Context: an optimization exercise on an open-source flow, tuned for small area. The choices shown serve that exercise and are no tape-out recipe. Where RTL was checked, it was by simulation tests only, not by an equivalence proof against the original. The flow treats the clock pin as an ideal source, which a real chip does not have. Power is estimated from default activity; no workload was simulated.

==> flow/design.v <==
module reg_scoreboard (
    input  logic        clk,
    input  logic        rst,
    input  logic [31:1] wsel,    
    input  logic [31:1] rsel,    
    input  logic [31:1] dec1,    
    input  logic [31:1] dec2,    
    input  logic        hit1,    
    input  logic        hit2,    
    input  logic        rhit1,   
    input  logic        rhit2,   
    output logic        Busy1,
    output logic        Busy2,
    output logic        Stall
);
    logic [31:1] r_pending;
    always_ff @(posedge clk or posedge rst) begin
        if (rst) begin
            r_pending <= '0;
        end else begin
            r_pending <= rsel | (r_pending & ~wsel);
        end
    end
    logic w_p1;
    logic w_p2;
    reg_file_rdbit u_p1 (.sel({dec1, 1'b0}), .d({r_pending, 1'b0}), .y(w_p1));
    reg_file_rdbit u_p2 (.sel({dec2, 1'b0}), .d({r_pending, 1'b0}), .y(w_p2));
    assign Busy1 = w_p1 && !(hit1 && !rhit1);
    assign Busy2 = w_p2 && !(hit2 && !rhit2);
    assign Stall = Busy1 | Busy2;
endmodule
module reg_file_wb (
    input  logic        clk,
    input  logic        rst,
    input  logic        RegWrite,
    input  logic [4:0]  A3,
    input  logic [31:0] WD3,
    input  logic [4:0]  A1,
    input  logic [4:0]  A2,
    output logic [31:0] RD1,
    output logic [31:0] RD2,
    input  logic        Reserve,
    input  logic [4:0]  ARes,
    output logic        Busy1,
    output logic        Busy2,
    output logic        Stall
);
    logic [31:0] w_rq [1:31];    
    logic [31:1] w_we [4];       
    logic [31:1] r_valid;
    logic [31:1] w_wsel;     
    logic [7:0]  w_whi_n;    
    logic [3:0]  w_wlo_n;    
    logic [31:1] w_rsel;     
    logic [31:1] w_dec1;     
    logic [31:1] w_dec2;
    logic [31:0] w_sel1;     
    logic [31:0] w_sel2;
    logic        w_hit1;     
    logic        w_hit2;
    always_comb begin
        for (int i = 1; i < 32; i++) begin
            w_rsel[i] = Reserve && (ARes == 5'(i));
            w_dec1[i] = !rst && (A1 == 5'(i));
            w_dec2[i] = !rst && (A2 == 5'(i));
        end
    end
    for (genvar k = 0; k < 8; k++) begin : g_whi
        assign w_whi_n[k] = !(RegWrite && (A3[4:2] == 3'(k)));
    end
    for (genvar k = 0; k < 4; k++) begin : g_wlo
        assign w_wlo_n[k] = !(A3[1:0] == 2'(k));
    end
    for (genvar g = 0; g < 4; g++) begin : g_byte
        logic [7:0] r_q [1:31];
        for (genvar i = 1; i < 32; i++) begin : g_row
            reg_file_nor2 u_wdec (.a_n(w_whi_n[i / 4]), .b_n(w_wlo_n[i % 4]), .y(w_we[g][i]));
            assign w_rq[i][8*g +: 8] = r_q[i];
        end
        always_ff @(posedge clk) begin
            for (int i = 1; i < 32; i++) begin
                if (w_we[g][i]) r_q[i] <= WD3[8*g +: 8];
            end
        end
    end
    assign w_wsel = w_we[0];
    always_ff @(posedge clk or posedge rst) begin
        if (rst) begin
            r_valid <= '0;
        end else begin
            r_valid <= r_valid | w_wsel;
        end
    end
    assign w_hit1 = !rst && RegWrite && (A1 == A3) && (A1 != 5'd0);
    assign w_hit2 = !rst && RegWrite && (A2 == A3) && (A2 != 5'd0);
    assign w_sel1 = {w_dec1 & r_valid & {31{!w_hit1}}, w_hit1};
    assign w_sel2 = {w_dec2 & r_valid & {31{!w_hit2}}, w_hit2};
    for (genvar b = 0; b < 32; b++) begin : g_bit
        logic [31:0] w_col;
        assign w_col[0] = WD3[b];
        for (genvar i = 1; i < 32; i++) begin : g_row
            assign w_col[i] = w_rq[i][b];
        end
        reg_file_rdbit u_rd1 (.sel(w_sel1), .d(w_col), .y(RD1[b]));
        reg_file_rdbit u_rd2 (.sel(w_sel2), .d(w_col), .y(RD2[b]));
    end
    reg_scoreboard u_scoreboard (
        .clk    (clk),
        .rst    (rst),
        .wsel   (w_wsel),
        .rsel   (w_rsel),
        .dec1   (w_dec1),
        .dec2   (w_dec2),
        .hit1   (w_hit1),
        .hit2   (w_hit2),
        .rhit1  (Reserve && (ARes == A1)),
        .rhit2  (Reserve && (ARes == A2)),
        .Busy1  (Busy1),
        .Busy2  (Busy2),
        .Stall  (Stall)
    );
endmodule
module reg_file_rdbit (
    input  logic [31:0] sel,
    input  logic [31:0] d,
    output logic        y
);
    logic [10:0] w_n;
    for (genvar k = 0; k < 10; k++) begin : g_ao
        reg_file_ao222 u_ao (
            .s0(sel[3*k]), .d0(d[3*k]), .s1(sel[3*k+1]), .d1(d[3*k+1]),
            .s2(sel[3*k+2]), .d2(d[3*k+2]), .y_n(w_n[k])
        );
    end
    reg_file_ao22 u_ao_last (
        .s0(sel[30]), .d0(d[30]), .s1(sel[31]), .d1(d[31]), .y_n(w_n[10])
    );
    assign y = ~&w_n;
endmodule
module reg_file_ao222 (
    input  logic s0, d0, s1, d1, s2, d2,
    output logic y_n
);
    assign y_n = ~((s0 & d0) | (s1 & d1) | (s2 & d2));
endmodule
module reg_file_ao22 (
    input  logic s0, d0, s1, d1,
    output logic y_n
);
    assign y_n = ~((s0 & d0) | (s1 & d1));
endmodule
module reg_file_nor2 (
    input  logic a_n, b_n,
    output logic y
);
    assign y = ~(a_n | b_n);
endmodule
Settings: LEC_CHECK=0, CAP_MARGIN=20, CORE_MARGIN=2, CORE_UTILIZATION=55, SETUP_SLACK_MARGIN=0.1, SLEW_MARGIN=20, SYNTH_HIERARCHICAL=1, SYNTH_MINIMUM_KEEP_SIZE=0, BUFFER_PORTS_ARGS=-buffer_cell sky130_fd_sc_hd__buf_2, CTS_ARGS=-sink_clustering_enable -repair_clock_nets -dont_use_dummy_load -buf_list {sky130_fd_sc_hd__clkbuf_8 sky130_fd_sc_hd__clkbuf_16} -sink_clustering_size 28 -sink_clustering_max_diameter 80, POST_CTS_TCL=/design/flow/flow/post_cts.tcl, PRE_GLOBAL_PLACE_TCL=/design/flow/flow/pre_place.tcl; clock period 6.5 ns.
standard.sh (not shown) runs the stock make flow with config.mk's settings and CLKGATE_MAP_FILE= SYNTH_SCRIPT=/design/flow/synth_recipe.tcl, a recipe that flattens the netlist after the stock synthesis.
==> flow/flow/run.sh <==
#!/bin/bash
# Own layout flow: the standard ORFS flow with three changes, all made
# through ORFS's own variables appended to config.mk:
#   * the port buffers are buf_2 instead of the default pick;
#   * clock tree synthesis without dummy loads, using larger sink clusters;
#   * every combinational gate set to its smallest size before placement;
#   * a power (size) recovery pass after clock tree synthesis, which
#     downsizes gates that have timing slack to spare.
# Each tool's full output is kept under orfs/logs (ORFS) and in flow_*.log here.
set -euo pipefail
here=$(pwd)
cat >> config.mk <<EOF
export BUFFER_PORTS_ARGS = -buffer_cell sky130_fd_sc_hd__buf_2
export CTS_ARGS = -sink_clustering_enable -repair_clock_nets -dont_use_dummy_load -buf_list {sky130_fd_sc_hd__clkbuf_8 sky130_fd_sc_hd__clkbuf_16} -sink_clustering_size 28 -sink_clustering_max_diameter 80
export POST_CTS_TCL = $here/flow/post_cts.tcl
export PRE_GLOBAL_PLACE_TCL = $here/flow/pre_place.tcl
EOF
bash standard.sh > flow_standard.log 2>&1
==> flow/flow/post_cts.tcl <==
# Downsize gates with spare slack, keeping the setup margin, then make sure
# the placement is still legal.
log_cmd repair_timing -recover_power 100 -setup_margin 0.4
detailed_placement
check_placement -verbose
==> flow/flow/pre_place.tcl <==
# Synthesis sizes gates without knowing their loads. Before placement, set
# every combinational gate to its smallest drive strength; the placement and
# timing repair that follow size up again only what the layout needs.
set n 0
foreach inst [get_cells *] {
  set ref [get_property $inst ref_name]
  if {![regexp {^sky130_fd_sc_hd__(.+)_([0-9]+)$} $ref -> base size]} { continue }
  if {[regexp {^(df|edf|sdf|dl|conb|tap|fill|decap|diode|clk)} $base]} { continue }
  set best ""
  set best_area [get_property [get_lib_cells */$ref] area]
  foreach s {0 1 2} {
    if {$s >= $size} { break }
    set cand [get_lib_cells -quiet */sky130_fd_sc_hd__${base}_$s]
    if {$cand eq ""} { continue }
    set a [get_property $cand area]
    if {$a < $best_area} { set best sky130_fd_sc_hd__${base}_$s; set best_area $a }
  }
  if {$best ne ""} {
    replace_cell $inst $best
    incr n
  }
}
puts "pre_place: downsized $n gates"
Next try:
--- a/flow/design.v
+++ b/flow/design.v
@@ -46,10 +46,7 @@
     output logic        Stall
 );
-    logic [31:0] w_rq [1:31];    
-    logic [31:1] w_we [4];       
+    logic [31:0] r_regs [1:31];
     logic [31:1] r_valid;
     logic [31:1] w_wsel;     
-    logic [7:0]  w_whi_n;    
-    logic [3:0]  w_wlo_n;    
     logic [31:1] w_rsel;     
     logic [31:1] w_dec1;     
@@ -61,4 +58,5 @@
     always_comb begin
         for (int i = 1; i < 32; i++) begin
+            w_wsel[i] = RegWrite && (A3 == 5'(i));
             w_rsel[i] = Reserve && (ARes == 5'(i));
             w_dec1[i] = !rst && (A1 == 5'(i));
@@ -66,23 +64,9 @@
         end
     end
-    for (genvar k = 0; k < 8; k++) begin : g_whi
-        assign w_whi_n[k] = !(RegWrite && (A3[4:2] == 3'(k)));
-    end
-    for (genvar k = 0; k < 4; k++) begin : g_wlo
-        assign w_wlo_n[k] = !(A3[1:0] == 2'(k));
-    end
-    for (genvar g = 0; g < 4; g++) begin : g_byte
-        logic [7:0] r_q [1:31];
-        for (genvar i = 1; i < 32; i++) begin : g_row
-            reg_file_nor2 u_wdec (.a_n(w_whi_n[i / 4]), .b_n(w_wlo_n[i % 4]), .y(w_we[g][i]));
-            assign w_rq[i][8*g +: 8] = r_q[i];
-        end
-        always_ff @(posedge clk) begin
-            for (int i = 1; i < 32; i++) begin
-                if (w_we[g][i]) r_q[i] <= WD3[8*g +: 8];
-            end
+    always_ff @(posedge clk) begin
+        for (int i = 1; i < 32; i++) begin
+            if (w_wsel[i]) r_regs[i] <= WD3;
         end
     end
-    assign w_wsel = w_we[0];
     always_ff @(posedge clk or posedge rst) begin
         if (rst) begin
@@ -100,5 +84,5 @@
         assign w_col[0] = WD3[b];
         for (genvar i = 1; i < 32; i++) begin : g_row
-            assign w_col[i] = w_rq[i][b];
+            assign w_col[i] = r_regs[i][b];
         end
         reg_file_rdbit u_rd1 (.sel(w_sel1), .d(w_col), .y(RD1[b]));
@@ -150,8 +134,2 @@
     assign y_n = ~((s0 & d0) | (s1 & d1));
 endmodule
-module reg_file_nor2 (
-    input  logic a_n, b_n,
-    output logic y
-);
-    assign y = ~(a_n | b_n);
-endmodule
After rerunning: The new run passed the timing, design-rule and antenna checks; synthesized area decreases by 1.3%; utilization climbs by 0.79 points; global-route usage is higher by 3.4 points; setup slack improved by 0.071 ns; non-clock buffer count rose by 44; combinational power is lower by 8.3%; power goes down by 0.59%; clock power came out higher by about 1%; final area decreases by 0.36%; count of clock-buffer cells in the layout is unchanged; worst hold slack is worse by 0.026 ns; die area shrinks by 1.3%; routed wire length rises by 7.3%; sequential share of layout area is higher by 0.23 points.
No functional check of the RTL was part of the first run of this note.

[separate check: timing with driven ports]
How much do the figures lean on ideal ports? The routed layouts below were timed once more, with nothing changed but the port constraints. Step 1 assumes that a clkbuf_16 drives the clock port and a buf_2 every other input. Step 2 also shifts input and output timing later by t, the mid clock arrival at the registers, as if the neighbouring blocks saw the same clock. a / b / c = ideal / step 1 / step 2; a / b = the first two.
run | t, ns | slack for setup (ns) | latest minus earliest clock arrival (ns) | cell pins on the clock port's net
the first run | 0.689 | 0.136 / 0.116 / 0.116 | 0.066 / 0.067 | 1
the second run | 0.700 | 0.206 / 0.187 / 0.187 | 0.101 / 0.102 | 1
After both steps setup and hold are still met in every run listed. The setup slack of the first run, which loses most, moves by -0.020 ns with the drivers and by -0.020 ns with both steps.
